What follows belongs to an exercise in optimizing a design on an open flow for small area; a production flow would make more cautious choices. Function was checked by simulation only, so behaviour that the tests miss may differ from the original. No activity file was given, so power comes from the tool's default toggle rates.

// safe_cpu_wrapper
module safe_cpu_wrapper (
  input  logic                                       clk_i,
  input  logic                                       rst_ni,
  input  safe_pkg::safe_mode_e                       mode_i,
  input  safe_pkg::hart_mask_t                       master_i,
  input  safe_pkg::hart_mask_t                       dmr_pair_i,
  input  safe_pkg::hart_mask_t                       wfi_hold_i,
  input  safe_pkg::hart_mask_t                       sleep_i,
  input  logic [safe_pkg::NHARTS-1:0][safe_pkg::REQ_WIDTH-1:0] core_instr_req_i,
  input  logic [safe_pkg::NHARTS-1:0][safe_pkg::REQ_WIDTH-1:0] core_data_req_i,
  input  logic [safe_pkg::NHARTS-1:0][safe_pkg::RSP_WIDTH-1:0] mem_instr_rsp_i,
  input  logic [safe_pkg::NHARTS-1:0][safe_pkg::RSP_WIDTH-1:0] mem_data_rsp_i,
  output safe_pkg::hart_mask_t                       sleep_o,
  output logic [safe_pkg::NHARTS-1:0][safe_pkg::RSP_WIDTH-1:0] core_instr_rsp_o,
  output logic [safe_pkg::NHARTS-1:0][safe_pkg::RSP_WIDTH-1:0] core_data_rsp_o,
  output logic [safe_pkg::NHARTS-1:0][safe_pkg::REQ_WIDTH-1:0] mem_instr_req_o,
  output logic [safe_pkg::NHARTS-1:0][safe_pkg::REQ_WIDTH-1:0] mem_data_req_o,
  output logic                                       tmr_error_o,
  output logic                                       dmr_error_o,
  output safe_pkg::hart_mask_t                       tmr_error_id_o
);
Size: about 1,700 cells after synthesis, ~1,300 I/O pins, roughly 13,000 sq um of cells after synthesis.
Settings: LEC_CHECK=0, CAP_MARGIN=0, CORE_AREA=10 10 610 250, DIE_AREA=0 0 620 260, GPL_ROUTABILITY_DRIVEN=0, SLEW_MARGIN=0; clock period 10.0 ns.
standard.sh (not shown) runs the stock make flow with config.mk's settings and CLKGATE_MAP_FILE= SYNTH_SCRIPT=/design/flow/synth_recipe.tcl, a recipe that flattens the netlist after the stock synthesis.
==> flow/flow/run.sh <==
#!/bin/bash
# Layout flow: the standard ORFS flow (standard.sh) with two changes.
#  - Synthesis runs flow/synth.tcl: synth_recipe.tcl unchanged except that ABC
#    maps with an area-oriented script (flow/abc_area_nf.script).
#  - The port buffers that buffer_ports inserts on every input and output are
#    sky130_fd_sc_hd__buf_1 cells.
# Each step's full output is in orfs/logs/; make's own output in flow_make.log.
set -euo pipefail
here=$(pwd)
bash standard.sh \
  "SYNTH_SCRIPT=$here/flow/synth.tcl" \
  "BUFFER_PORTS_ARGS=-buffer_cell sky130_fd_sc_hd__buf_1" \
  finish > "$here/flow_make.log" 2>&1
==> flow/flow/abc_area_nf.script <==
strash; &get -n; &st; &dch -f; &nf -a -R 1000 -E 100; &put; topo
==> flow/flow/synth.tcl <==
# The standard synthesis (synth_recipe.tcl), with ORFS's ABC mapping script
# replaced by an area-oriented one (abc_area_nf.script beside this file).
set my_abc [file join [file dirname [file normalize [info script]]] abc_area_nf.script]
proc use_my_abc {args} {
  set i [lsearch -exact $::abc_args -script]
  if { $i >= 0 && [lindex $::abc_args [expr {$i + 1}]] ne $::my_abc } {
    lset ::abc_args [expr {$i + 1}] $::my_abc
  }
}
trace add variable ::abc_args write use_my_abc
proc synth {args} { yosys synth -nofsm -noshare {*}$args }
source $::env(SCRIPTS_DIR)/synth.tcl
# left out here: clear keep_hierarchy, flatten, clean up, hide names made inside functions, write 1_2_yosys.v
The starting point completed, yet does not pass: max-capacitance violations, max-slew violations.
Edit:
--- a/flow/flow/run.sh
+++ b/flow/flow/run.sh
@@ -2 +2 @@
-# Layout flow: the standard ORFS flow (standard.sh) with two changes.
+# Layout flow: the standard ORFS flow (standard.sh) with three changes.
@@ -6,0 +7,2 @@
+#  - After global routing, repair_timing -recover_power downsizes gates on
+#    paths with slack to spare (RECOVER_POWER=100).
@@ -12,0 +15 @@
+  "RECOVER_POWER=100" \
--- a/flow/config.mk
+++ b/flow/config.mk
@@ -9,2 +9,2 @@
-export CORE_AREA = 10 10 610 250
-export DIE_AREA = 0 0 620 260
+export CORE_AREA = 10 10 440 440
+export DIE_AREA = 0 0 450 450
Effect:
- The new run reached the layout checks and failed them: max-capacitance violations, max-slew violations
- core utilization went down by 2.9 points
- worst hold slack stays flat
- worst setup slack got worse by 0.78 ns
- cell count went up by 11%
- total power went down by 5.4%
- via count went down by 6.6%
- synthesized cell count is unchanged
- first-iteration DRC count went down by 31%
- sequential share of layout area is about the same
Edit:
--- a/flow/flow/run.sh
+++ b/flow/flow/run.sh
@@ -2 +2 @@
-# Layout flow: the standard ORFS flow (standard.sh) with three changes.
+# Layout flow: the standard ORFS flow (standard.sh) with two changes.
@@ -7,2 +6,0 @@
-#  - After global routing, repair_timing -recover_power downsizes gates on
-#    paths with slack to spare (RECOVER_POWER=100).
@@ -15 +12,0 @@
-  "RECOVER_POWER=100" \
==> flow/flow/abc_area_nf.script (replaced) <==
strash; &get -n; &st; &dch -f; &nf -a -R 1000; &put; topo
--- a/flow/config.mk
+++ b/flow/config.mk
@@ -9,0 +10 @@
+export CTS_BUF_LIST = sky130_fd_sc_hd__clkbuf_4 sky130_fd_sc_hd__clkbuf_8
@@ -11 +12 @@
-export GPL_ROUTABILITY_DRIVEN = 0
+export PLACE_DENSITY = 0.9
=> With this change the flow completed with no timing, DRC or antenna violations; via count increases by 4.0%; final area went up by 1.1%; core utilization rose by 0.13 points.
Edit:
--- a/flow/config.mk
+++ b/flow/config.mk
@@ -10 +9,0 @@
-export CTS_BUF_LIST = sky130_fd_sc_hd__clkbuf_4 sky130_fd_sc_hd__clkbuf_8
@@ -12 +11 @@
-export PLACE_DENSITY = 0.9
+export GPL_TIMING_DRIVEN = 0
Effect: Maximum frequency decreases by 8.6%; die area stays the same; utilization increases by 0.20 points; register-to-register slack is better by 0.72 ns; worst hold slack is worse by 0.012 ns; power decreases by 1.8%; design area increases by 1.7%; first-iteration DRC count decreases by 13%; via count decreases by 2.6%; routed wire length decreases by 7.7%.
Edit:
==> flow/flow/abc_area_nf.script (replaced) <==
strash; &get -n; &st; &dch -f; &nf -a -R 1000 -E 100; &put; topo
--- a/flow/config.mk
+++ b/flow/config.mk
@@ -11 +10,0 @@
-export GPL_TIMING_DRIVEN = 0
Outcome:
- design area shrinks by 2.5%
- die area is unchanged
- global-route usage shrinks by 2.6 points
- maximum frequency went up by 6.5%
- setup slack is better by 0.56 ns
- synthesized cell count decreases by 0.64%
- via count is lower by 1.6%
- non-clock buffer count drops by 16
- clock power stays flat
Edit:
--- a/flow/config.mk
+++ b/flow/config.mk
@@ -10,0 +11 @@
+export GPL_ROUTABILITY_DRIVEN = 0
Result: Clock skew came out higher by 0.0044 ns. Die area does not change. Setup slack is worse by 0.26 ns. Sequential share of layout area stays flat. Hold slack is worse by 0.0044 ns. First-iteration DRC count came out higher by 6.3%.

## separate check: timing with driven ports
Ports are ideal in the flow. The routed layouts listed here were re-timed in OpenROAD. Step 1 (the two cells are an assumption about what drives the block):
set clk [get_ports {clk_i}]
set_driving_cell -lib_cell sky130_fd_sc_hd__clkbuf_16 $clk
set_driving_cell -lib_cell sky130_fd_sc_hd__buf_2 [delete_from_list [all_inputs] $clk]
Step 2, shift: input delay + t, output delay - t, t = (earliest + latest rising clock arrival at the registers) / 2. This alone moves slack from input paths to output paths. Three values: no drivers, after step 1, after step 2; two values: the first two.
run | t, ns | setup WS [ns] | clock arrival spread, ns | slew at the worst register clock pin (ns)
the first run | 0.363 | 1.640 / 1.582 / 1.582 | 0.022 / 0.022 | 0.08 / 0.08
the second run | 0.367 | 0.860 / 0.652 / 0.652 | 0.040 / 0.040 | 0.11 / 0.11
the third run | 0.390 | 1.707 / 1.679 / 1.679 | 0.009 / 0.009 | 0.10 / 0.10
the fourth run | 0.364 | 0.926 / 0.886 / 0.886 | 0.023 / 0.023 | 0.09 / 0.09
the fifth run | 0.369 | 1.484 / 1.314 / 1.314 | 0.030 / 0.029 | 0.09 / 0.09
the sixth run | 0.366 | 1.228 / 1.197 / 1.197 | 0.034 / 0.034 | 0.10 / 0.10
For the second run, which loses most, drivers alone change the setup slack by -0.208 ns; drivers and shift together by -0.208 ns.
